What follows belongs to an exercise in optimizing a design on an open flow for small area; a production flow would make more cautious choices. Only the layout flow was run in this run; the RTL was not checked for function there. Power and IR drop assume default switching activity.

**design/flow/config.mk**
```make
export PLATFORM = sky130hd
export DESIGN_NAME = valu_top
export DESIGN_NICKNAME = valu_top
export VERILOG_FILES = /design/flow/design.v
export SDC_FILE = /design/flow/constraint.sdc
export NUM_CORES = 4
export LEC_CHECK = 0
export ABC_AREA = 1
export CAP_MARGIN = 20
export CORE_MARGIN = 2
export CORE_UTILIZATION = 40
export SLEW_MARGIN = 20
export SYNTH_HIERARCHICAL = 1
```
**design/flow/constraint.sdc**
```tcl
create_clock -name core_clock -period 7.0 [get_ports {clk}]
set_input_delay 1.4000 -clock core_clock [delete_from_list [all_inputs] [get_ports {clk}]]
set_output_delay 1.4000 -clock core_clock [all_outputs]
set_load 0.01 [all_outputs]
```
**design/flow/design.v**
```verilog
package valu_op_pkg;
  typedef enum logic [2:0] {
    VOP_MUL    = 3'b000,
    VOP_MULA   = 3'b001,
    VOP_MULTAC = 3'b010,
    VOP_ADD    = 3'b011,
    VOP_SUB    = 3'b100,
    VOP_ADDAC  = 3'b101,
    VOP_MTAC   = 3'b110
  } vop_e;
  localparam logic [2:0] VOP_ILLEGAL_CODE = 3'b111;
endpackage
package valu_ctrl_pkg;
  typedef enum logic {
    MODE_FULL = 1'b0,
    MODE_HALF = 1'b1
  } elem_mode_e;
  typedef enum logic [1:0] {
    ADDEND_ZERO  = 2'd0,
    ADDEND_B     = 2'd1,
    ADDEND_ACCUM = 2'd2
  } addend_sel_e;
  typedef struct packed {
    elem_mode_e  mode;
    addend_sel_e addend_sel;
    logic        negate_b;
  } add_ctrl_t;
  typedef struct packed {
    elem_mode_e mode;
    logic       saturate;
    logic       save_to_accum;
  } round_ctrl_t;
endpackage
import valu_op_pkg::*;
module valu_decode (
  input  logic [2:0] in_op,
  output logic       is_mul,
  output logic       add_b,
  output logic       neg_b,
  output logic       use_acc,
  output logic       save
);
  assign is_mul  = (in_op == VOP_MUL) || (in_op == VOP_MULA) || (in_op == VOP_MULTAC);
  assign add_b   = (in_op == VOP_ADD) || (in_op == VOP_SUB);
  assign neg_b   = (in_op == VOP_SUB);
  assign use_acc = (in_op == VOP_MULA) || (in_op == VOP_ADDAC);
  assign save    = (in_op == VOP_MULTAC) || (in_op == VOP_MTAC);
endmodule
module valu_fa (
  input  logic x,
  input  logic y,
  input  logic z,
  output logic s,
  output logic c
);
  assign s = x ^ y ^ z;
  assign c = (x & y) | (x & z) | (y & z);
endmodule
module valu_add (
  input  logic [15:0] a,
  input  logic [15:0] b,
  input  logic        half,
  input  logic        frac,
  input  logic        is_mul,
  input  logic        add_b,
  input  logic        neg_b,
  output logic [17:0] q
);
  logic mul;
  assign mul = is_mul;
  wire n1 = b[7] & ~half;
  wire n2 = a[0] & ~half;
  wire n3 = a[1] & ~half;
  wire n4 = a[2] & ~half;
  wire n5 = a[3] & ~half;
  wire n6 = a[4] & ~half;
  wire n7 = a[5] & ~half;
  wire n8 = a[6] & ~half;
  wire n9 = a[7] & ~half;
  wire n10 = a[8] & ~half;
  wire n11 = a[9] & ~half;
  wire n12 = a[10] & ~half;
  wire n13 = a[11] & ~half;
  wire n14 = a[12] & ~half;
  wire n15 = a[13] & ~half;
  wire n16 = a[14] & ~half;
  wire n17 = a[15] & ~half;
  wire n18 = half ? a[7] : a[8];
  wire n19 = ~half;
  wire n20 = mul ? (b[0] ^ 1'b0) : 1'b1;
  wire n21 = mul & ((b[1] & ~b[0] & ~1'b0) | (~b[1] & b[0] & 1'b0));
  wire n22 = mul & b[1];
  wire n23 = n22 ^ half;
  wire n24 = n22 & ~half;
  wire n25 = ((a[0] & n20) | (1'b0 & n21)) ^ n22;
  wire n26 = ((a[1] & n20) | (a[0] & n21)) ^ n22;
  wire n27 = ((a[2] & n20) | (a[1] & n21)) ^ n22;
  wire n28 = ((a[3] & n20) | (a[2] & n21)) ^ n22;
  wire n29 = ((a[4] & n20) | (a[3] & n21)) ^ n22;
  wire n30 = ((a[5] & n20) | (a[4] & n21)) ^ n22;
  wire n31 = ((a[6] & n20) | (a[5] & n21)) ^ n22;
  wire n32 = ((a[7] & n20) | (a[6] & n21)) ^ n22;
  wire n33 = ((n18 & n20) | (a[7] & n21)) ^ n23;
  wire n34 = ((n11 & n20) | (n10 & n21)) ^ n24;
  wire n35 = ((n12 & n20) | (n11 & n21)) ^ n24;
  wire n36 = ((n13 & n20) | (n12 & n21)) ^ n24;
  wire n37 = ((n14 & n20) | (n13 & n21)) ^ n24;
  wire n38 = ((n15 & n20) | (n14 & n21)) ^ n24;
  wire n39 = ((n16 & n20) | (n15 & n21)) ^ n24;
  wire n40 = ((n17 & n20) | (n16 & n21)) ^ n24;
  wire n41 = ~(((n17 & n20) | (n17 & n21)) ^ n24);
  wire n42 = mul & (b[2] ^ b[1]);
  wire n43 = mul & ((b[3] & ~b[2] & ~b[1]) | (~b[3] & b[2] & b[1]));
  wire n44 = mul & b[3];
  wire n45 = n44 ^ half;
  wire n46 = n44 & ~half;
  wire n47 = ((a[0] & n42) | (1'b0 & n43)) ^ n44;
  wire n48 = ((a[1] & n42) | (a[0] & n43)) ^ n44;
  wire n49 = ((a[2] & n42) | (a[1] & n43)) ^ n44;
  wire n50 = ((a[3] & n42) | (a[2] & n43)) ^ n44;
  wire n51 = ((a[4] & n42) | (a[3] & n43)) ^ n44;
  wire n52 = ((a[5] & n42) | (a[4] & n43)) ^ n44;
  wire n53 = ((a[6] & n42) | (a[5] & n43)) ^ n44;
  wire n54 = ((a[7] & n42) | (a[6] & n43)) ^ n44;
  wire n55 = ((n18 & n42) | (a[7] & n43)) ^ n45;
  wire n56 = ((n11 & n42) | (n10 & n43)) ^ n46;
  wire n57 = ((n12 & n42) | (n11 & n43)) ^ n46;
  wire n58 = ((n13 & n42) | (n12 & n43)) ^ n46;
  wire n59 = ((n14 & n42) | (n13 & n43)) ^ n46;
  wire n60 = ((n15 & n42) | (n14 & n43)) ^ n46;
  wire n61 = ((n16 & n42) | (n15 & n43)) ^ n46;
  wire n62 = ((n17 & n42) | (n16 & n43)) ^ n46;
  wire n63 = ~(((n17 & n42) | (n17 & n43)) ^ n46);
  wire n64 = mul & (b[4] ^ b[3]);
  wire n65 = mul & ((b[5] & ~b[4] & ~b[3]) | (~b[5] & b[4] & b[3]));
  wire n66 = mul & b[5];
  wire n67 = n66 ^ half;
  wire n68 = n66 & ~half;
  wire n69 = ((a[0] & n64) | (1'b0 & n65)) ^ n66;
  wire n70 = ((a[1] & n64) | (a[0] & n65)) ^ n66;
  wire n71 = ((a[2] & n64) | (a[1] & n65)) ^ n66;
  wire n72 = ((a[3] & n64) | (a[2] & n65)) ^ n66;
  wire n73 = ((a[4] & n64) | (a[3] & n65)) ^ n66;
  wire n74 = ((a[5] & n64) | (a[4] & n65)) ^ n66;
  wire n75 = ((a[6] & n64) | (a[5] & n65)) ^ n66;
  wire n76 = ((a[7] & n64) | (a[6] & n65)) ^ n66;
  wire n77 = ((n18 & n64) | (a[7] & n65)) ^ n67;
  wire n78 = ((n11 & n64) | (n10 & n65)) ^ n68;
  wire n79 = ((n12 & n64) | (n11 & n65)) ^ n68;
  wire n80 = ((n13 & n64) | (n12 & n65)) ^ n68;
  wire n81 = ((n14 & n64) | (n13 & n65)) ^ n68;
  wire n82 = ((n15 & n64) | (n14 & n65)) ^ n68;
  wire n83 = ((n16 & n64) | (n15 & n65)) ^ n68;
  wire n84 = ((n17 & n64) | (n16 & n65)) ^ n68;
  wire n85 = ~(((n17 & n64) | (n17 & n65)) ^ n68);
  wire n86 = mul & (b[6] ^ b[5]);
  wire n87 = mul & ((b[7] & ~b[6] & ~b[5]) | (~b[7] & b[6] & b[5]));
  wire n88 = mul & b[7];
  wire n89 = n88 ^ half;
  wire n90 = n88 & ~half;
  wire n91 = ((a[0] & n86) | (1'b0 & n87)) ^ n88;
  wire n92 = ((a[1] & n86) | (a[0] & n87)) ^ n88;
  wire n93 = ((a[2] & n86) | (a[1] & n87)) ^ n88;
  wire n94 = ((a[3] & n86) | (a[2] & n87)) ^ n88;
  wire n95 = ((a[4] & n86) | (a[3] & n87)) ^ n88;
  wire n96 = ((a[5] & n86) | (a[4] & n87)) ^ n88;
  wire n97 = ((a[6] & n86) | (a[5] & n87)) ^ n88;
  wire n98 = ((a[7] & n86) | (a[6] & n87)) ^ n88;
  wire n99 = ((n18 & n86) | (a[7] & n87)) ^ n89;
  wire n100 = ((n11 & n86) | (n10 & n87)) ^ n90;
  wire n101 = ((n12 & n86) | (n11 & n87)) ^ n90;
  wire n102 = ((n13 & n86) | (n12 & n87)) ^ n90;
  wire n103 = ((n14 & n86) | (n13 & n87)) ^ n90;
  wire n104 = ((n15 & n86) | (n14 & n87)) ^ n90;
  wire n105 = ((n16 & n86) | (n15 & n87)) ^ n90;
  wire n106 = ((n17 & n86) | (n16 & n87)) ^ n90;
  wire n107 = ~(((n17 & n86) | (n17 & n87)) ^ n90);
  wire n108 = mul ? (b[8] ^ n1) : half;
  wire n109 = mul & ((b[9] & ~b[8] & ~n1) | (~b[9] & b[8] & n1));
  wire n110 = mul & b[9];
  wire n111 = n110 & ~half;
  wire n112 = n110 & half;
  wire n113 = ((n2 & n108) | (1'b0 & n109)) ^ n111;
  wire n114 = ((n3 & n108) | (n2 & n109)) ^ n111;
  wire n115 = ((n4 & n108) | (n3 & n109)) ^ n111;
  wire n116 = ((n5 & n108) | (n4 & n109)) ^ n111;
  wire n117 = ((n6 & n108) | (n5 & n109)) ^ n111;
  wire n118 = ((n7 & n108) | (n6 & n109)) ^ n111;
  wire n119 = ((n8 & n108) | (n7 & n109)) ^ n111;
  wire n120 = ((n9 & n108) | (n8 & n109)) ^ n111;
  wire n121 = ((a[8] & n108) | (n9 & n109)) ^ n110;
  wire n122 = ((a[9] & n108) | (a[8] & n109)) ^ n110;
  wire n123 = ((a[10] & n108) | (a[9] & n109)) ^ n110;
  wire n124 = ((a[11] & n108) | (a[10] & n109)) ^ n110;
  wire n125 = ((a[12] & n108) | (a[11] & n109)) ^ n110;
  wire n126 = ((a[13] & n108) | (a[12] & n109)) ^ n110;
  wire n127 = ((a[14] & n108) | (a[13] & n109)) ^ n110;
  wire n128 = ((a[15] & n108) | (a[14] & n109)) ^ n110;
  wire n129 = ~(((a[15] & n108) | (a[15] & n109)) ^ n110);
  wire n130 = mul & (b[10] ^ b[9]);
  wire n131 = mul & ((b[11] & ~b[10] & ~b[9]) | (~b[11] & b[10] & b[9]));
  wire n132 = mul & b[11];
  wire n133 = n132 & ~half;
  wire n134 = n132 & half;
  wire n135 = ((n2 & n130) | (1'b0 & n131)) ^ n133;
  wire n136 = ((n3 & n130) | (n2 & n131)) ^ n133;
  wire n137 = ((n4 & n130) | (n3 & n131)) ^ n133;
  wire n138 = ((n5 & n130) | (n4 & n131)) ^ n133;
  wire n139 = ((n6 & n130) | (n5 & n131)) ^ n133;
  wire n140 = ((n7 & n130) | (n6 & n131)) ^ n133;
  wire n141 = ((n8 & n130) | (n7 & n131)) ^ n133;
  wire n142 = ((n9 & n130) | (n8 & n131)) ^ n133;
  wire n143 = ((a[8] & n130) | (n9 & n131)) ^ n132;
  wire n144 = ((a[9] & n130) | (a[8] & n131)) ^ n132;
  wire n145 = ((a[10] & n130) | (a[9] & n131)) ^ n132;
  wire n146 = ((a[11] & n130) | (a[10] & n131)) ^ n132;
  wire n147 = ((a[12] & n130) | (a[11] & n131)) ^ n132;
  wire n148 = ((a[13] & n130) | (a[12] & n131)) ^ n132;
  wire n149 = ((a[14] & n130) | (a[13] & n131)) ^ n132;
  wire n150 = ((a[15] & n130) | (a[14] & n131)) ^ n132;
  wire n151 = ~(((a[15] & n130) | (a[15] & n131)) ^ n132);
  wire n152 = mul & (b[12] ^ b[11]);
  wire n153 = mul & ((b[13] & ~b[12] & ~b[11]) | (~b[13] & b[12] & b[11]));
  wire n154 = mul & b[13];
  wire n155 = n154 & ~half;
  wire n156 = n154 & half;
  wire n157 = ((n2 & n152) | (1'b0 & n153)) ^ n155;
  wire n158 = ((n3 & n152) | (n2 & n153)) ^ n155;
  wire n159 = ((n4 & n152) | (n3 & n153)) ^ n155;
  wire n160 = ((n5 & n152) | (n4 & n153)) ^ n155;
  wire n161 = ((n6 & n152) | (n5 & n153)) ^ n155;
  wire n162 = ((n7 & n152) | (n6 & n153)) ^ n155;
  wire n163 = ((n8 & n152) | (n7 & n153)) ^ n155;
  wire n164 = ((n9 & n152) | (n8 & n153)) ^ n155;
  wire n165 = ((a[8] & n152) | (n9 & n153)) ^ n154;
  wire n166 = ((a[9] & n152) | (a[8] & n153)) ^ n154;
  wire n167 = ((a[10] & n152) | (a[9] & n153)) ^ n154;
  wire n168 = ((a[11] & n152) | (a[10] & n153)) ^ n154;
  wire n169 = ((a[12] & n152) | (a[11] & n153)) ^ n154;
  wire n170 = ((a[13] & n152) | (a[12] & n153)) ^ n154;
  wire n171 = ((a[14] & n152) | (a[13] & n153)) ^ n154;
  wire n172 = ((a[15] & n152) | (a[14] & n153)) ^ n154;
  wire n173 = ~(((a[15] & n152) | (a[15] & n153)) ^ n154);
  wire n174 = mul & (b[14] ^ b[13]);
  wire n175 = mul & ((b[15] & ~b[14] & ~b[13]) | (~b[15] & b[14] & b[13]));
  wire n176 = mul & b[15];
  wire n177 = n176 & ~half;
  wire n178 = n176 & half;
  wire n179 = ((n2 & n174) | (1'b0 & n175)) ^ n177;
  wire n180 = ((n3 & n174) | (n2 & n175)) ^ n177;
  wire n181 = ((n4 & n174) | (n3 & n175)) ^ n177;
  wire n182 = ((n5 & n174) | (n4 & n175)) ^ n177;
  wire n183 = ((n6 & n174) | (n5 & n175)) ^ n177;
  wire n184 = ((n7 & n174) | (n6 & n175)) ^ n177;
  wire n185 = ((n8 & n174) | (n7 & n175)) ^ n177;
  wire n186 = ((n9 & n174) | (n8 & n175)) ^ n177;
  wire n187 = ((a[8] & n174) | (n9 & n175)) ^ n176;
  wire n188 = ((a[9] & n174) | (a[8] & n175)) ^ n176;
  wire n189 = ((a[10] & n174) | (a[9] & n175)) ^ n176;
  wire n190 = ((a[11] & n174) | (a[10] & n175)) ^ n176;
  wire n191 = ((a[12] & n174) | (a[11] & n175)) ^ n176;
  wire n192 = ((a[13] & n174) | (a[12] & n175)) ^ n176;
  wire n193 = ((a[14] & n174) | (a[13] & n175)) ^ n176;
  wire n194 = ((a[15] & n174) | (a[14] & n175)) ^ n176;
  wire n195 = ~(((a[15] & n174) | (a[15] & n175)) ^ n176);
  wire n196 = add_b & (b[0] ^ neg_b);
  wire n197 = add_b & (b[1] ^ neg_b);
  wire n198 = add_b & (b[2] ^ neg_b);
  wire n199 = add_b & (b[3] ^ neg_b);
  wire n200 = add_b & (b[4] ^ neg_b);
  wire n201 = add_b & (b[5] ^ neg_b);
  wire n202 = add_b & (b[6] ^ neg_b);
  wire n203 = add_b & (b[7] ^ neg_b);
  wire n204 = add_b & ((half ? b[7] : b[8]) ^ neg_b);
  wire n205 = add_b & (b[9] ^ neg_b);
  wire n206 = add_b & (b[10] ^ neg_b);
  wire n207 = add_b & (b[11] ^ neg_b);
  wire n208 = add_b & (b[12] ^ neg_b);
  wire n209 = add_b & (b[13] ^ neg_b);
  wire n210 = add_b & (b[14] ^ neg_b);
  wire n211 = add_b & (b[15] ^ neg_b);
  wire n212 = add_b & ((half ? b[8] : b[15]) ^ neg_b);
  wire n213 = add_b & (b[9] ^ neg_b);
  wire n214 = add_b & (b[10] ^ neg_b);
  wire n215 = add_b & (b[11] ^ neg_b);
  wire n216 = add_b & (b[12] ^ neg_b);
  wire n217 = add_b & (b[13] ^ neg_b);
  wire n218 = add_b & (b[14] ^ neg_b);
  wire n219 = add_b & (b[15] ^ neg_b);
  wire n220 = add_b & (b[15] ^ neg_b);
  wire n221 = neg_b & half;
  wire n222, n223;
  valu_fa fa_n222 (.x(neg_b), .y(n22), .z(n25), .s(n222), .c(n223));
  wire n224, n225;
  valu_fa fa_n224 (.x(n26), .y(n223), .z(n197), .s(n224), .c(n225));
  wire n226, n227;
  valu_fa fa_n226 (.x(n44), .y(n27), .z(n47), .s(n226), .c(n227));
  wire n228, n229;
  valu_fa fa_n228 (.x(n226), .y(n198), .z(n225), .s(n228), .c(n229));
  wire n230, n231;
  valu_fa fa_n230 (.x(n28), .y(n48), .z(n227), .s(n230), .c(n231));
  wire n232, n233;
  valu_fa fa_n232 (.x(n199), .y(n230), .z(n229), .s(n232), .c(n233));
  wire n234, n235;
  valu_fa fa_n234 (.x(n66), .y(n29), .z(n49), .s(n234), .c(n235));
  wire n236, n237;
  valu_fa fa_n236 (.x(n69), .y(n234), .z(n200), .s(n236), .c(n237));
  wire n238, n239;
  valu_fa fa_n238 (.x(n231), .y(n236), .z(n233), .s(n238), .c(n239));
  wire n240, n241;
  valu_fa fa_n240 (.x(n30), .y(n50), .z(n70), .s(n240), .c(n241));
  wire n242, n243;
  valu_fa fa_n242 (.x(n235), .y(n240), .z(n201), .s(n242), .c(n243));
  wire n244, n245;
  valu_fa fa_n244 (.x(n237), .y(n242), .z(n239), .s(n244), .c(n245));
  wire n246, n247;
  valu_fa fa_n246 (.x(n88), .y(n31), .z(n51), .s(n246), .c(n247));
  wire n248, n249;
  valu_fa fa_n248 (.x(n71), .y(n91), .z(n241), .s(n248), .c(n249));
  wire n250, n251;
  valu_fa fa_n250 (.x(n246), .y(n202), .z(n248), .s(n250), .c(n251));
  wire n252, n253;
  valu_fa fa_n252 (.x(n243), .y(n250), .z(n245), .s(n252), .c(n253));
  wire n254, n255;
  valu_fa fa_n254 (.x(n32), .y(n52), .z(n72), .s(n254), .c(n255));
  wire n256, n257;
  valu_fa fa_n256 (.x(n92), .y(n247), .z(n254), .s(n256), .c(n257));
  wire n258, n259;
  valu_fa fa_n258 (.x(n203), .y(n249), .z(n256), .s(n258), .c(n259));
  wire n260, n261;
  valu_fa fa_n260 (.x(n251), .y(n258), .z(n253), .s(n260), .c(n261));
  wire n262, n263;
  valu_fa fa_n262 (.x(half), .y(n111), .z(n53), .s(n262), .c(n263));
  wire n264, n265;
  valu_fa fa_n264 (.x(n73), .y(n93), .z(n33), .s(n264), .c(n265));
  wire n266, n267;
  valu_fa fa_n266 (.x(n113), .y(n255), .z(n262), .s(n266), .c(n267));
  wire n268, n269;
  valu_fa fa_n268 (.x(n204), .y(n264), .z(n257), .s(n268), .c(n269));
  wire n270, n271;
  valu_fa fa_n270 (.x(n266), .y(n259), .z(n268), .s(n270), .c(n271));
  wire n272, n273;
  valu_fa fa_n272 (.x(half), .y(n54), .z(n74), .s(n272), .c(n273));
  wire n274, n275;
  valu_fa fa_n274 (.x(n94), .y(n34), .z(n114), .s(n274), .c(n275));
  wire n276, n277;
  valu_fa fa_n276 (.x(n263), .y(n265), .z(n272), .s(n276), .c(n277));
  wire n278, n279;
  valu_fa fa_n278 (.x(n205), .y(n274), .z(n267), .s(n278), .c(n279));
  wire n280, n281;
  valu_fa fa_n280 (.x(n276), .y(n269), .z(n278), .s(n280), .c(n281));
  wire n282, n283;
  valu_fa fa_n282 (.x(n133), .y(n75), .z(n95), .s(n282), .c(n283));
  wire n284, n285;
  valu_fa fa_n284 (.x(n35), .y(n55), .z(n115), .s(n284), .c(n285));
  wire n286, n287;
  valu_fa fa_n286 (.x(n135), .y(n273), .z(n275), .s(n286), .c(n287));
  wire n288, n289;
  valu_fa fa_n288 (.x(n282), .y(n206), .z(n284), .s(n288), .c(n289));
  wire n290, n291;
  valu_fa fa_n290 (.x(n277), .y(n286), .z(n288), .s(n290), .c(n291));
  wire n292, n293;
  valu_fa fa_n292 (.x(n279), .y(n290), .z(n281), .s(n292), .c(n293));
  wire n294, n295;
  valu_fa fa_n294 (.x(half), .y(n76), .z(n96), .s(n294), .c(n295));
  wire n296, n297;
  valu_fa fa_n296 (.x(n36), .y(n56), .z(n116), .s(n296), .c(n297));
  wire n298, n299;
  valu_fa fa_n298 (.x(n136), .y(n283), .z(n285), .s(n298), .c(n299));
  wire n300, n301;
  valu_fa fa_n300 (.x(n294), .y(n207), .z(n296), .s(n300), .c(n301));
  wire n302, n303;
  valu_fa fa_n302 (.x(n287), .y(n289), .z(n298), .s(n302), .c(n303));
  wire n304, n305;
  valu_fa fa_n304 (.x(n300), .y(n291), .z(n302), .s(n304), .c(n305));
  wire n306, n307;
  valu_fa fa_n306 (.x(n155), .y(n97), .z(n37), .s(n306), .c(n307));
  wire n308, n309;
  valu_fa fa_n308 (.x(n57), .y(n77), .z(n117), .s(n308), .c(n309));
  wire n310, n311;
  valu_fa fa_n310 (.x(n137), .y(n157), .z(n295), .s(n310), .c(n311));
  wire n312, n313;
  valu_fa fa_n312 (.x(n297), .y(n208), .z(n306), .s(n312), .c(n313));
  wire n314, n315;
  valu_fa fa_n314 (.x(n308), .y(n299), .z(n310), .s(n314), .c(n315));
  wire n316, n317;
  valu_fa fa_n316 (.x(n301), .y(n312), .z(n303), .s(n316), .c(n317));
  wire n318, n319;
  valu_fa fa_n318 (.x(n314), .y(n305), .z(n316), .s(n318), .c(n319));
  wire n320, n321;
  valu_fa fa_n320 (.x(half), .y(n98), .z(n38), .s(n320), .c(n321));
  wire n322, n323;
  valu_fa fa_n322 (.x(n58), .y(n78), .z(n118), .s(n322), .c(n323));
  wire n324, n325;
  valu_fa fa_n324 (.x(n138), .y(n158), .z(n307), .s(n324), .c(n325));
  wire n326, n327;
  valu_fa fa_n326 (.x(n309), .y(n209), .z(n320), .s(n326), .c(n327));
  wire n328, n329;
  valu_fa fa_n328 (.x(n322), .y(n311), .z(n313), .s(n328), .c(n329));
  wire n330, n331;
  valu_fa fa_n330 (.x(n324), .y(n326), .z(n315), .s(n330), .c(n331));
  wire n332, n333;
  valu_fa fa_n332 (.x(n328), .y(n330), .z(n317), .s(n332), .c(n333));
  wire n334, n335;
  valu_fa fa_n334 (.x(n177), .y(n39), .z(n59), .s(n334), .c(n335));
  wire n336, n337;
  valu_fa fa_n336 (.x(n79), .y(n99), .z(n119), .s(n336), .c(n337));
  wire n338, n339;
  valu_fa fa_n338 (.x(n139), .y(n159), .z(n179), .s(n338), .c(n339));
  wire n340, n341;
  valu_fa fa_n340 (.x(n321), .y(n323), .z(n210), .s(n340), .c(n341));
  wire n342, n343;
  valu_fa fa_n342 (.x(n334), .y(n336), .z(n338), .s(n342), .c(n343));
  wire n344, n345;
  valu_fa fa_n344 (.x(n325), .y(n327), .z(n340), .s(n344), .c(n345));
  wire n346, n347;
  valu_fa fa_n346 (.x(n342), .y(n329), .z(n344), .s(n346), .c(n347));
  wire n348, n349;
  valu_fa fa_n348 (.x(n331), .y(n346), .z(n333), .s(n348), .c(n349));
  wire n350, n351;
  valu_fa fa_n350 (.x(half), .y(n40), .z(n60), .s(n350), .c(n351));
  wire n352 = n351 & ~half;
  wire n353, n354;
  valu_fa fa_n353 (.x(n80), .y(n100), .z(n120), .s(n353), .c(n354));
  wire n355 = n354 & ~half;
  wire n356, n357;
  valu_fa fa_n356 (.x(n140), .y(n160), .z(n180), .s(n356), .c(n357));
  wire n358 = n357 & ~half;
  wire n359, n360;
  valu_fa fa_n359 (.x(n335), .y(n337), .z(n339), .s(n359), .c(n360));
  wire n361 = n360 & ~half;
  wire n362, n363;
  valu_fa fa_n362 (.x(n211), .y(n350), .z(n353), .s(n362), .c(n363));
  wire n364 = n363 & ~half;
  wire n365, n366;
  valu_fa fa_n365 (.x(n356), .y(n341), .z(n343), .s(n365), .c(n366));
  wire n367 = n366 & ~half;
  wire n368, n369;
  valu_fa fa_n368 (.x(n359), .y(n362), .z(n345), .s(n368), .c(n369));
  wire n370 = n369 & ~half;
  wire n371, n372;
  valu_fa fa_n371 (.x(n365), .y(n347), .z(n368), .s(n371), .c(n372));
  wire n373 = n372 & ~half;
  wire n374 = ~(n221 ^ n112);
  wire n375 = n221 | n112;
  wire n376, n377;
  valu_fa fa_n376 (.x(n41), .y(n61), .z(n81), .s(n376), .c(n377));
  wire n378, n379;
  valu_fa fa_n378 (.x(n101), .y(n121), .z(n141), .s(n378), .c(n379));
  wire n380, n381;
  valu_fa fa_n380 (.x(n161), .y(n181), .z(n374), .s(n380), .c(n381));
  wire n382, n383;
  valu_fa fa_n382 (.x(n212), .y(n376), .z(n378), .s(n382), .c(n383));
  wire n384, n385;
  valu_fa fa_n384 (.x(n380), .y(n352), .z(n355), .s(n384), .c(n385));
  wire n386, n387;
  valu_fa fa_n386 (.x(n358), .y(n382), .z(n361), .s(n386), .c(n387));
  wire n388, n389;
  valu_fa fa_n388 (.x(n364), .y(n384), .z(n386), .s(n388), .c(n389));
  wire n390, n391;
  valu_fa fa_n390 (.x(n367), .y(n388), .z(n370), .s(n390), .c(n391));
  wire n392 = ~(n122 ^ n375);
  wire n393 = n122 | n375;
  wire n394, n395;
  valu_fa fa_n394 (.x(n62), .y(n82), .z(n102), .s(n394), .c(n395));
  wire n396, n397;
  valu_fa fa_n396 (.x(n142), .y(n162), .z(n182), .s(n396), .c(n397));
  wire n398, n399;
  valu_fa fa_n398 (.x(n377), .y(n379), .z(n381), .s(n398), .c(n399));
  wire n400, n401;
  valu_fa fa_n400 (.x(n392), .y(n213), .z(n394), .s(n400), .c(n401));
  wire n402, n403;
  valu_fa fa_n402 (.x(n396), .y(n383), .z(n398), .s(n402), .c(n403));
  wire n404, n405;
  valu_fa fa_n404 (.x(n400), .y(n385), .z(n402), .s(n404), .c(n405));
  wire n406, n407;
  valu_fa fa_n406 (.x(n387), .y(n404), .z(n389), .s(n406), .c(n407));
  wire n408, n409;
  valu_fa fa_n408 (.x(n134), .y(n123), .z(n63), .s(n408), .c(n409));
  wire n410, n411;
  valu_fa fa_n410 (.x(n83), .y(n103), .z(n143), .s(n410), .c(n411));
  wire n412, n413;
  valu_fa fa_n412 (.x(n163), .y(n183), .z(n393), .s(n412), .c(n413));
  wire n414, n415;
  valu_fa fa_n414 (.x(n395), .y(n397), .z(n214), .s(n414), .c(n415));
  wire n416, n417;
  valu_fa fa_n416 (.x(n408), .y(n410), .z(n399), .s(n416), .c(n417));
  wire n418, n419;
  valu_fa fa_n418 (.x(n412), .y(n401), .z(n414), .s(n418), .c(n419));
  wire n420, n421;
  valu_fa fa_n420 (.x(n403), .y(n416), .z(n418), .s(n420), .c(n421));
  wire n422, n423;
  valu_fa fa_n422 (.x(n405), .y(n420), .z(n407), .s(n422), .c(n423));
  wire n424 = ~(n124 ^ n144);
  wire n425 = n124 | n144;
  wire n426, n427;
  valu_fa fa_n426 (.x(n84), .y(n104), .z(n164), .s(n426), .c(n427));
  wire n428, n429;
  valu_fa fa_n428 (.x(n184), .y(n409), .z(n411), .s(n428), .c(n429));
  wire n430, n431;
  valu_fa fa_n430 (.x(n424), .y(n215), .z(n426), .s(n430), .c(n431));
  wire n432, n433;
  valu_fa fa_n432 (.x(n413), .y(n415), .z(n428), .s(n432), .c(n433));
  wire n434, n435;
  valu_fa fa_n434 (.x(n430), .y(n417), .z(n419), .s(n434), .c(n435));
  wire n436, n437;
  valu_fa fa_n436 (.x(n432), .y(n421), .z(n434), .s(n436), .c(n437));
  wire n438, n439;
  valu_fa fa_n438 (.x(n156), .y(n125), .z(n145), .s(n438), .c(n439));
  wire n440, n441;
  valu_fa fa_n440 (.x(n85), .y(n105), .z(n165), .s(n440), .c(n441));
  wire n442, n443;
  valu_fa fa_n442 (.x(n185), .y(n425), .z(n427), .s(n442), .c(n443));
  wire n444, n445;
  valu_fa fa_n444 (.x(n438), .y(n216), .z(n440), .s(n444), .c(n445));
  wire n446, n447;
  valu_fa fa_n446 (.x(n429), .y(n431), .z(n442), .s(n446), .c(n447));
  wire n448, n449;
  valu_fa fa_n448 (.x(n444), .y(n433), .z(n446), .s(n448), .c(n449));
  wire n450, n451;
  valu_fa fa_n450 (.x(n435), .y(n448), .z(n437), .s(n450), .c(n451));
  wire n452 = ~(n126 ^ n146);
  wire n453 = n126 | n146;
  wire n454, n455;
  valu_fa fa_n454 (.x(n166), .y(n106), .z(n186), .s(n454), .c(n455));
  wire n456, n457;
  valu_fa fa_n456 (.x(n439), .y(n441), .z(n452), .s(n456), .c(n457));
  wire n458, n459;
  valu_fa fa_n458 (.x(n217), .y(n454), .z(n443), .s(n458), .c(n459));
  wire n460, n461;
  valu_fa fa_n460 (.x(n445), .y(n456), .z(n447), .s(n460), .c(n461));
  wire n462, n463;
  valu_fa fa_n462 (.x(n458), .y(n449), .z(n460), .s(n462), .c(n463));
  wire n464, n465;
  valu_fa fa_n464 (.x(n178), .y(n127), .z(n147), .s(n464), .c(n465));
  wire n466, n467;
  valu_fa fa_n466 (.x(n167), .y(n107), .z(n187), .s(n466), .c(n467));
  wire n468, n469;
  valu_fa fa_n468 (.x(n453), .y(n455), .z(n464), .s(n468), .c(n469));
  wire n470, n471;
  valu_fa fa_n470 (.x(n218), .y(n466), .z(n457), .s(n470), .c(n471));
  wire n472, n473;
  valu_fa fa_n472 (.x(n468), .y(n459), .z(n470), .s(n472), .c(n473));
  wire n474, n475;
  valu_fa fa_n474 (.x(n461), .y(n472), .z(n463), .s(n474), .c(n475));
  wire n476 = ~(n128 ^ n148);
  wire n477 = n128 | n148;
  wire n478, n479;
  valu_fa fa_n478 (.x(n168), .y(n188), .z(n465), .s(n478), .c(n479));
  wire n480, n481;
  valu_fa fa_n480 (.x(n467), .y(n476), .z(n219), .s(n480), .c(n481));
  wire n482, n483;
  valu_fa fa_n482 (.x(n469), .y(n478), .z(n480), .s(n482), .c(n483));
  wire n484, n485;
  valu_fa fa_n484 (.x(n471), .y(n482), .z(n473), .s(n484), .c(n485));
  wire n486, n487;
  valu_fa fa_n486 (.x(n129), .y(n149), .z(n169), .s(n486), .c(n487));
  wire n488, n489;
  valu_fa fa_n488 (.x(n189), .y(n477), .z(n486), .s(n488), .c(n489));
  wire n490, n491;
  valu_fa fa_n490 (.x(n220), .y(n479), .z(n481), .s(n490), .c(n491));
  wire n492, n493;
  valu_fa fa_n492 (.x(n488), .y(n483), .z(n490), .s(n492), .c(n493));
  wire n494 = ~(n150 ^ n170);
  wire n495 = n150 | n170;
  wire n496, n497;
  valu_fa fa_n496 (.x(n190), .y(n487), .z(n494), .s(n496), .c(n497));
  wire n498, n499;
  valu_fa fa_n498 (.x(n489), .y(n496), .z(n491), .s(n498), .c(n499));
  wire n500, n501;
  valu_fa fa_n500 (.x(n151), .y(n171), .z(n191), .s(n500), .c(n501));
  wire n502, n503;
  valu_fa fa_n502 (.x(n495), .y(n500), .z(n497), .s(n502), .c(n503));
  wire n504 = ~(n172 ^ n192);
  wire n505 = n172 | n192;
  wire n506, n507;
  valu_fa fa_n506 (.x(n501), .y(n504), .z(n503), .s(n506), .c(n507));
  wire n508, n509;
  valu_fa fa_n508 (.x(n173), .y(n193), .z(n505), .s(n508), .c(n509));
  wire n510 = ~(n194 ^ n509);
  wire n511 = n194 | n509;
  wire n512 = n196 ^ n222;
  wire n513 = n196 & n222;
  wire n514 = n224 ^ n513;
  wire n515 = n224 & n513;
  wire n516 = n228 ^ n515;
  wire n517 = n228 & n515;
  wire n518 = n232 ^ n517;
  wire n519 = n232 & n517;
  wire n520 = n238 ^ n519;
  wire n521 = n238 & n519;
  wire n522 = n244 ^ n521;
  wire n523 = n244 & n521;
  wire n524 = n252 & 1'b0;
  wire n525 = n252 ^ 1'b0;
  wire n526 = n260 & 1'b0;
  wire n527 = n260 ^ 1'b0;
  wire n528 = n261 & n270;
  wire n529 = n261 ^ n270;
  wire n530 = n271 & n280;
  wire n531 = n271 ^ n280;
  wire n532 = n292 & 1'b0;
  wire n533 = n292 ^ 1'b0;
  wire n534 = n293 & n304;
  wire n535 = n293 ^ n304;
  wire n536 = n318 & 1'b0;
  wire n537 = n318 ^ 1'b0;
  wire n538 = n319 & n332;
  wire n539 = n319 ^ n332;
  wire n540 = n348 & 1'b0;
  wire n541 = n348 ^ 1'b0;
  wire n542 = n349 & n371;
  wire n543 = n349 ^ n371;
  wire n544 = n542 & ~half;
  wire n545 = n543 & ~half;
  wire n546 = n373 & n390;
  wire n547 = n373 ^ n390;
  wire n548 = n391 & n406;
  wire n549 = n391 ^ n406;
  wire n550 = n422 & 1'b0;
  wire n551 = n422 ^ 1'b0;
  wire n552 = n423 & n436;
  wire n553 = n423 ^ n436;
  wire n554 = n450 & 1'b0;
  wire n555 = n450 ^ 1'b0;
  wire n556 = n451 & n462;
  wire n557 = n451 ^ n462;
  wire n558 = n474 & 1'b0;
  wire n559 = n474 ^ 1'b0;
  wire n560 = n475 & n484;
  wire n561 = n475 ^ n484;
  wire n562 = n485 & n492;
  wire n563 = n485 ^ n492;
  wire n564 = n493 & n498;
  wire n565 = n493 ^ n498;
  wire n566 = n499 & n502;
  wire n567 = n499 ^ n502;
  wire n568 = n506 & 1'b0;
  wire n569 = n506 ^ 1'b0;
  wire n570 = n507 & n508;
  wire n571 = n507 ^ n508;
  wire n572 = n510 & 1'b0;
  wire n573 = n510 ^ 1'b0;
  wire n574 = n195 & n511;
  wire n575 = n195 ^ n511;
  wire n576 = 1'b1 & 1'b0;
  wire n577 = 1'b1 ^ 1'b0;
  wire n578 = n524 | (n525 & n523);
  wire n579 = n526 | (n527 & n578);
  wire n580 = n527 & n525;
  wire n581 = n530 | (n531 & n528);
  wire n582 = n531 & n529;
  wire n583 = n534 | (n535 & n532);
  wire n584 = n535 & n533;
  wire n585 = n538 | (n539 & n536);
  wire n586 = n539 & n537;
  wire n587 = n544 | (n545 & n540);
  wire n588 = n545 & n541;
  wire n589 = n548 | (n549 & n546);
  wire n590 = n549 & n547;
  wire n591 = n552 | (n553 & n550);
  wire n592 = n553 & n551;
  wire n593 = n556 | (n557 & n554);
  wire n594 = n557 & n555;
  wire n595 = n560 | (n561 & n558);
  wire n596 = n561 & n559;
  wire n597 = n564 | (n565 & n562);
  wire n598 = n565 & n563;
  wire n599 = n568 | (n569 & n566);
  wire n600 = n569 & n567;
  wire n601 = n572 | (n573 & n570);
  wire n602 = n573 & n571;
  wire n603 = n576 | (n577 & n574);
  wire n604 = n577 & n575;
  wire n605 = n581 | (n582 & n579);
  wire n606 = n582 & n580;
  wire n607 = n585 | (n586 & n583);
  wire n608 = n586 & n584;
  wire n609 = n589 | (n590 & n587);
  wire n610 = n590 & n588;
  wire n611 = n593 | (n594 & n591);
  wire n612 = n594 & n592;
  wire n613 = n597 | (n598 & n595);
  wire n614 = n598 & n596;
  wire n615 = n601 | (n602 & n599);
  wire n616 = n602 & n600;
  wire n617 = n607 | (n608 & n605);
  wire n618 = n608 & n606;
  wire n619 = n611 | (n612 & n609);
  wire n620 = n612 & n610;
  wire n621 = n615 | (n616 & n613);
  wire n622 = n616 & n614;
  wire n623 = n619 | (n620 & n617);
  wire n624 = n620 & n618;
  wire n625 = n621 | (n622 & n623);
  wire n626 = n622 & n624;
  wire n627 = n609 | (n610 & n617);
  wire n628 = n610 & n618;
  wire n629 = n613 | (n614 & n623);
  wire n630 = n614 & n624;
  wire n631 = n583 | (n584 & n605);
  wire n632 = n584 & n606;
  wire n633 = n587 | (n588 & n617);
  wire n634 = n588 & n618;
  wire n635 = n591 | (n592 & n627);
  wire n636 = n592 & n628;
  wire n637 = n595 | (n596 & n623);
  wire n638 = n596 & n624;
  wire n639 = n599 | (n600 & n629);
  wire n640 = n600 & n630;
  wire n641 = n603 | (n604 & n625);
  wire n642 = n604 & n626;
  wire n643 = n528 | (n529 & n579);
  wire n644 = n529 & n580;
  wire n645 = n532 | (n533 & n605);
  wire n646 = n533 & n606;
  wire n647 = n536 | (n537 & n631);
  wire n648 = n537 & n632;
  wire n649 = n540 | (n541 & n617);
  wire n650 = n541 & n618;
  wire n651 = n546 | (n547 & n633);
  wire n652 = n547 & n634;
  wire n653 = n550 | (n551 & n627);
  wire n654 = n551 & n628;
  wire n655 = n554 | (n555 & n635);
  wire n656 = n555 & n636;
  wire n657 = n558 | (n559 & n623);
  wire n658 = n559 & n624;
  wire n659 = n562 | (n563 & n637);
  wire n660 = n563 & n638;
  wire n661 = n566 | (n567 & n629);
  wire n662 = n567 & n630;
  wire n663 = n570 | (n571 & n639);
  wire n664 = n571 & n640;
  wire n665 = n574 | (n575 & n625);
  wire n666 = n575 & n626;
  wire n667 = n525 ^ n523;
  wire n668 = n527 ^ n578;
  wire n669 = n529 ^ n579;
  wire n670 = n531 ^ n643;
  wire n671 = n533 ^ n605;
  wire n672 = n535 ^ n645;
  wire n673 = n537 ^ n631;
  wire n674 = n539 ^ n647;
  wire n675 = n541 ^ n617;
  wire n676 = n543 ^ n649;
  wire n677 = n547 ^ n633;
  wire n678 = n549 ^ n651;
  wire n679 = n551 ^ n627;
  wire n680 = n553 ^ n653;
  wire n681 = n555 ^ n635;
  wire n682 = n557 ^ n655;
  wire n683 = n559 ^ n623;
  wire n684 = n561 ^ n657;
  wire n685 = n563 ^ n637;
  wire n686 = n565 ^ n659;
  wire n687 = n567 ^ n629;
  wire n688 = n569 ^ n661;
  wire n689 = n571 ^ n639;
  wire n690 = n573 ^ n663;
  wire n691 = n575 ^ n625;
  wire n692 = n577 ^ n665;
  logic [31:0] p;
  assign p = {n692, n691, n690, n689, n688, n687, n686, n685, n684, n683, n682, n681, n680, n679, n678, n677, n676, n675, n674, n673, n672, n671, n670, n669, n668, n667, n522, n520, n518, n516, n514, n512};
  logic shift;
  assign shift = is_mul && frac;
  always_comb begin
    for (int k = 0; k < 8; k++) begin
      if (shift) q[k] = half ? p[7+k] : p[15+k];
      else       q[k] = p[k];
      if (shift)     q[9+k] = p[23+k];
      else if (half) q[9+k] = p[16+k];
      else           q[9+k] = p[8+k];
    end
    if (!half)      q[8] = 1'b1;
    else if (shift) q[8] = p[15];
    else            q[8] = p[8];
    if (is_mul)     q[17] = p[31];
    else if (half)  q[17] = p[24];
    else            q[17] = p[16];
  end
endmodule
module valu_round (
  input  logic [17:0] q,
  input  logic [15:0] acc,
  input  logic        use_acc,
  input  logic        half,
  input  logic        frac,
  output logic [15:0] r
);
  logic [17:0] d;
  logic [17:0] s;
  logic [18:0] c;
  logic        sat_hi, sat_lo;
  assign d = {acc[15], acc[15:8], half & acc[7], acc[7:0]} & {18{use_acc}};
  assign c[0] = 1'b0;
  assign s[0] = q[0] ^ d[0];
  assign c[1] = q[0] & d[0];
  for (genvar i = 1; i < 18; i++) begin : g_bit
    if (i == 8) begin : g_top
      assign s[i] = q[i] ^ d[i] ^ c[i];
    end else begin : g_fa
      valu_fa valu_fa_i (.x(q[i]), .y(d[i]), .z(c[i]), .s(s[i]), .c(c[i+1]));
    end
  end
  logic [7:0] gg, pp;
  logic [3:0] g2, p2;
  logic [1:0] g4;
  assign gg = q[7:0] & d[7:0];
  assign pp = q[7:0] | d[7:0];
  for (genvar k = 0; k < 4; k++) begin : g_la2
    assign g2[k] = gg[2*k+1] | (pp[2*k+1] & gg[2*k]);
    assign p2[k] = pp[2*k+1] & pp[2*k];
  end
  assign g4[0] = g2[1] | (p2[1] & g2[0]);
  assign g4[1] = g2[3] | (p2[3] & g2[2]);
  assign c[9]  = ~half & (g4[1] | (p2[3] & p2[2] & g4[0]));
  assign sat_hi = frac && (s[17] != s[16]);
  assign sat_lo = frac && (s[8] != s[7]);
  always_comb begin
    r[15:8] = sat_hi ? {s[17], {7{~s[17]}}} : s[16:9];
    if (half) r[7:0] = sat_lo ? {s[8], {7{~s[8]}}} : s[7:0];
    else      r[7:0] = sat_hi ? {8{~s[17]}} : s[7:0];
  end
endmodule
import valu_op_pkg::*;
module valu_top (
  input  logic                   clk,
  input  logic                   reset,
  input  logic                   in_valid,
  input  valu_op_pkg::vop_e      in_op,
  input  logic                   in_frac,
  input  logic                   in_half,
  input  logic [(4 * 16)-1:0] in_a,
  input  logic [(4 * 16)-1:0] in_b,
  output logic                   result_valid,
  output logic [(4 * 16)-1:0] result
);
  logic [63:0]     a0, b0;
  logic            frac0, half0;
  logic            is_mul, add_b, neg_b, use_acc, save;
  logic            mul0, add_b0, neg_b0, use_acc0, save0;
  logic [4*18-1:0] q_next, q1;
  logic [63:0]     r_next, r2;
  logic [63:0]     acc;
  logic            acc_set;
  logic            v0, v1, v2;
  logic            frac1, half1, acc1, save1;
  valu_decode valu_decode_i (.in_op, .is_mul, .add_b, .neg_b, .use_acc, .save);
  for (genvar l = 0; l < 4; l++) begin : g_lane
    valu_add valu_add_i (
      .a(a0[16*l +: 16]), .b(b0[16*l +: 16]), .half(half0), .frac(frac0),
      .is_mul(mul0), .add_b(add_b0), .neg_b(neg_b0), .q(q_next[18*l +: 18])
    );
    valu_round valu_round_i (
      .q(q1[18*l +: 18]), .acc(acc[16*l +: 16]), .use_acc(acc1 && acc_set), .half(half1),
      .frac(frac1),
      .r(r_next[16*l +: 16])
    );
  end
  always_ff @(posedge clk or posedge reset) begin
    if (reset) begin
      v0           <= 1'b0;
      v1           <= 1'b0;
      v2           <= 1'b0;
      result_valid <= 1'b0;
      acc_set      <= 1'b0;
    end else begin
      v0           <= in_valid;
      v1           <= v0;
      v2           <= v1;
      result_valid <= v2;
      if (v1 && save1) acc_set <= 1'b1;
    end
  end
  always_ff @(posedge clk) begin
    if (v1 && save1) acc <= r_next;
  end
  always_ff @(posedge clk) begin
    a0     <= in_a;
    b0     <= in_b;
    mul0     <= is_mul;
    add_b0   <= add_b;
    neg_b0   <= neg_b;
    use_acc0 <= use_acc;
    save0    <= save;
    frac0  <= in_frac;
    half0  <= in_half;
    q1     <= q_next;
    frac1  <= frac0;
    half1  <= half0;
    acc1   <= use_acc0;
    save1  <= save0;
    r2     <= r_next;
    result <= r2;
  end
endmodule
```
**design/flow/flow/run.sh**
```bash
#!/bin/bash
# The standard layout with the standard synthesis unchanged, with two changes:
#  - the port buffers are plain buf_1 cells (buffer_ports otherwise picks a delay-buffer cell)
#  - clock tree synthesis adds no dummy loads at the clock tree leaves
# The make output (every tool's log is also kept under orfs/logs) goes to standard.log.
set -euo pipefail
bash standard.sh \
  BUFFER_PORTS_ARGS="-buffer_cell sky130_fd_sc_hd__buf_1" \
  CTS_ARGS="-sink_clustering_enable -repair_clock_nets -dont_use_dummy_load -sink_clustering_size 16 -sink_clustering_max_diameter 60 -buf_list sky130_fd_sc_hd__clkbuf_8" \
  finish > standard.log 2>&1
```
**design/flow/standard.sh**
```bash
#!/bin/bash
# synth_recipe.tcl (not shown) runs the flow's synth.tcl, then flattens the netlist and writes it again
# the make line also repeats each setting of config.mk as NAME=value (left out here)
make -C /OpenROAD-flow-scripts/flow DESIGN_CONFIG=/design/flow/config.mk WORK_HOME=/design/flow/orfs CLKGATE_MAP_FILE= SYNTH_SCRIPT=/design/flow/synth_recipe.tcl "${@:-finish}"
```
==> summary.txt <==
power by group:
group | switching (mW) | internal [mW]
clock network | 0.816 | 0.553
logic | 7.91 | 5.58
registers | 0.344 | 3.28
critical path, delay by kind of cell (launching register included):
family / cells / cell delay [ns]
compound gates: 3 / 0.47
xor+xnor: 1 / 0.17
fa+ha+maj: 9 / 4.10
buf+inv: 5 / 0.58
flops: 1 / 0.46
simple gates: 9 / 0.81
modules after synthesis, one instance, submodules excluded:
module       cells inside  flip-flops and latches  times used  area, sq um
valu_top              415                     408           1         8860
valu_add              710                       0           4         4480
valu_round            151                       0           4          653
valu_decode            11                       0           1         43.8
valu_fa                 1                       0         596         20.0
routing by layer:
| metal | wire length (um) | part of all wire |
|---|---|---|
| met2 | 55200 | 0.46 |
| met3 | 7960 | 0.066 |
| met4 | 3650 | 0.030 |
| met5 | 0 | 0 |
| met1 | 54500 | 0.45 |
metrics by stage:
| step | util | power (mW) | hold slack (ns) |
|---|---|---|---|
| after detailed placement | 0.433 | 17.1 | 0.312 |
| after global routing | 0.440 | 20.5 | 0.301 |
| after floorplan | - | 13.4 | 0.310 |
| after CTS | 0.439 | 18.6 | 0.299 |
| after global placement | 0.433 | 16.9 | 0.314 |
| final | 0.440 | 18.5 | 0.298 |
repair_timing:
item	4_1_cts	5_1_grt
endpoints found under the setup margin	0	30
buffers inserted	0	8
resized for setup	0	4
registers in the layout (all words and copies together) (netlist names), 64 cells and up:
| signal | cells |
|---|---|
| q1 | 72 |
| a0 | 64 |
| acc | 64 |
| b0 | 64 |
| r2 | 64 |
| result | 64 |
layout by cell type, fill, tap and decap left out, types with 43 or more instances in the layout:
cell	count
fa_1	620
xor2_1	516
clkbuf_8	44
inv_1	410
buf_4	192
buf_1	200
edfxtp_1	64
o22ai_1	444
dfxtp_1	335
nand2_2	44
inv_2	84
nand3_1	85
ha_1	164
xnor2_1	64
nand2_1	657
o21ai_0	196
nor2_1	247
nor2_2	43
a21oi_1	173
cells in the mapped netlist (16+ instances only):
cell type | instances | area (sq um)
inv_2 | 84 | 315
clkbuf_1 | 48 | 180
nand4_1 | 16 | 100
fa_1 | 620 | 12400
xnor2_1 | 64 | 561
o22a_1 | 16 | 140
o22ai_1 | 444 | 2780
xor2_1 | 516 | 4520
buf_2 | 40 | 200
o21ai_0 | 196 | 981
buf_1 | 20 | 75.1
nor2_1 | 247 | 927
nand3_1 | 85 | 425
buf_6 | 40 | 450
nand2_2 | 44 | 275
a21oi_1 | 173 | 866
edfxtp_1 | 64 | 1920
ha_1 | 164 | 2050
inv_1 | 412 | 1550
nand3_2 | 20 | 200
nor3_1 | 28 | 140
nor2_2 | 44 | 275
nand2_1 | 657 | 2470
dfxtp_1 | 339 | 6790
logic make-up (layout without fill, tap and decap cells):
kind of cell    Yosys count  count (layout)  synth area share
flops                   408             408             0.214
compound gates          865             865             0.122
simple gates           1157            1157             0.120
fa+ha+maj               784             784             0.350
xor+xnor                580             580             0.123
buf+inv                 672             953            0.0714
other cells               0               2                 0
final timing paths:
path | cells after the start | startpoint | slack (ns) | to
worst min-delay path | 0 | r2[20]$_DFF_P_ | 0.30 | result[20]$_DFF_P_
min in group asynchronous | 2 | reset | 0.60 | v0$_DFF_PP0_
worst min register to register | 0 | r2[20]$_DFF_P_ | 0.30 | result[20]$_DFF_P_
max in group asynchronous | 2 | reset | 6.08 | result_valid$_DFF_PP0_
worst max-delay path | 27 | mul0$_DFF_P_ | 0.36 | q1[17]$_DFF_P_
worst max register to register | 27 | mul0$_DFF_P_ | 0.36 | q1[17]$_DFF_P_
layout make-up:
type | instances | area [sq um] | area share
Timing Repair Buffer | 397 | 2280 | 0.0508
Antenna cell | 2 | 5.00 | 0.000111
Inverter | 512 | 1930 | 0.0430
Clock buffer | 44 | 606 | 0.0135
Multi-Input combinational cell | 3386 | 29600 | 0.658
Tap cell | 1368 | 1710 | 0.0381
Sequential cell | 408 | 8840 | 0.197
==> summary.md <==
| Metric | Value |
|---|---|
| Post-Syn Area | 41300 sq um |
| Pin count of the biggest net entering global routing | between 60 and 70 |
| Num ports | between 200 and 250 |
| Cts bufs inserted | 44 |
| Worst EP required | about 7.7 ns |
| Layout Cells excl Fill | 6117 |
| Crit path max-delay cell type | fa_1 |
| Crit path max fanout | 16 |
| Vias in the first global route | roughly 33000 |
| Critical Path Sink Type | flop |
| CP arrival | roughly 7.3 ns |
| DP HPWL | roughly 99000 um |
| Fin area | 44900 sq um |
| Setup_tns | 0 ns |
| Pre-CTS setup slack | 0.233 ns |
| Met2 Track Usage GR | 0.362 |
| Initial Utilization | 0.405 |
| Worst rel slew slack | 0.358 |
| Mapped Nets | between 5000 and 6000 |
| Mapped Avg Cell Area | 9.26 sq um |
| H-tree level count | 2 |
| Area grow syn2layout | 8.70% |
| Grt ovf | 0 |
| Hold Fails Final Rpt | 0 |
| Crit path kind | reg -> reg |
| DIE WIDTH | ~330 um |
| TritonRoute pass-1 iters | 6 |
| Max incr delay on CP | 0.50 ns |
| Critical Path Most Common Cell | fa_1 |
| PD cells | just over 400 nW/um^2 |
| Most used DFF post-synth | dfxtp_1 |
| Initial drt markers | roughly 2600 |
| Yosys warns | 9 |
| EDFF count, synth | 64 |
| Gp weighted congestion | about 0.95 |
| Residual DRC count | 0 |
| Fraction of layout cells with a size suffix above 1 | 0.0975 |
| Slew Limit Fails | 0 |
| Max Cap Viol | 0 |
| Ys async rst share | 0.0123 |
| Fmax | between 0.15 and 0.2 GHz |
| Setup slack after layout | roughly 0.36 ns |
| Clock skew | approximately 0.12 ns |
| Gr usage total | 0.227 |
| Post-Route WL | about 120000 um |
| Fill cells | approximately 10000 |
| Cell Count Post-Placement | 6063 |
| P_leak | between 20 and 25 nW |
| Row count | between 100 and 150 |
| Met3 usage | 0.0321 |
| Worst skew pair latency | between 0.7 and 0.8 ns |
| CTS tree | built |
| GR peak layer | met2 |
| Final worst-path cycle share | 0.948 |
| I/O Buffers | 200 |
| Minimum clock period | around 6.6 ns |
| DRT antenna net count | 0 |
| Wirelength per Cell | a little under 20 um |
| Drt via density | around 5.3 |
| Antenna violations before repair | 2 |
| First-pass GRT wire length | 190000 um |
| Net count reported at finish | ~5700 |
| VDD IR max | 0.291 mV |
| Core Area | 102000 sq um |
| Slew @ Worst Pin | around 0.96 ns |
| Hold Path Class | reg -> reg |
| Post-synthesis sequential area ratio | 0.214 |
| Root Buffer | clkbuf_8 |
| Outcome | finished clean |
| Post-synth cell types | 38 |
| Vias | ~32000 |
| FF+latch count, synth | between 400 and 500 |
| Die area | 106000 sq um |
| Met1 global-route usage | 0.321 |
| CTS Hold Buffers Added | 0 |
| Unrepaired setup endpoints after global routing | no |
| CP startpoint kind | flop |
| Cell count after synthesis | around 4500 |
| Die height | ~330 um |
| Max clock buf depth | 3 |
| Final setup fails | 0 |
| CTS Sinks | roughly 400 |
| Post-DP Area | around 44000 sq um |
| Clock slew at reported path FFs | 0.09 ns |

[port drivers added, routing unchanged]
Ports are ideal in the flow. The routed layout listed here was re-timed in OpenROAD. Step 1 assumes that a clkbuf_16 drives the clock port and a buf_2 every other input. Step 2 adds t to the input delays and takes it off the output delays; t is the mean of the earliest and latest rising clock arrival at the registers after step 1. Input paths then give back, and output paths get back, about the clock's delay inside the block. Three values: ideal ports, drivers, drivers and shift; two values: the first two.
shift t [ns]: 0.714
setup slack, ns: 0.361 / 0.361 / 0.361
latest minus earliest clock arrival (ns): 0.156 / 0.156
worst register clock-pin slew, ns: 0.10 / 0.10
worst slew at a driven data input, ns: 0.06
After both steps this run still meets setup and hold. The setup slack of this run moves by 0.000 ns with the drivers and by 0.000 ns with both steps.
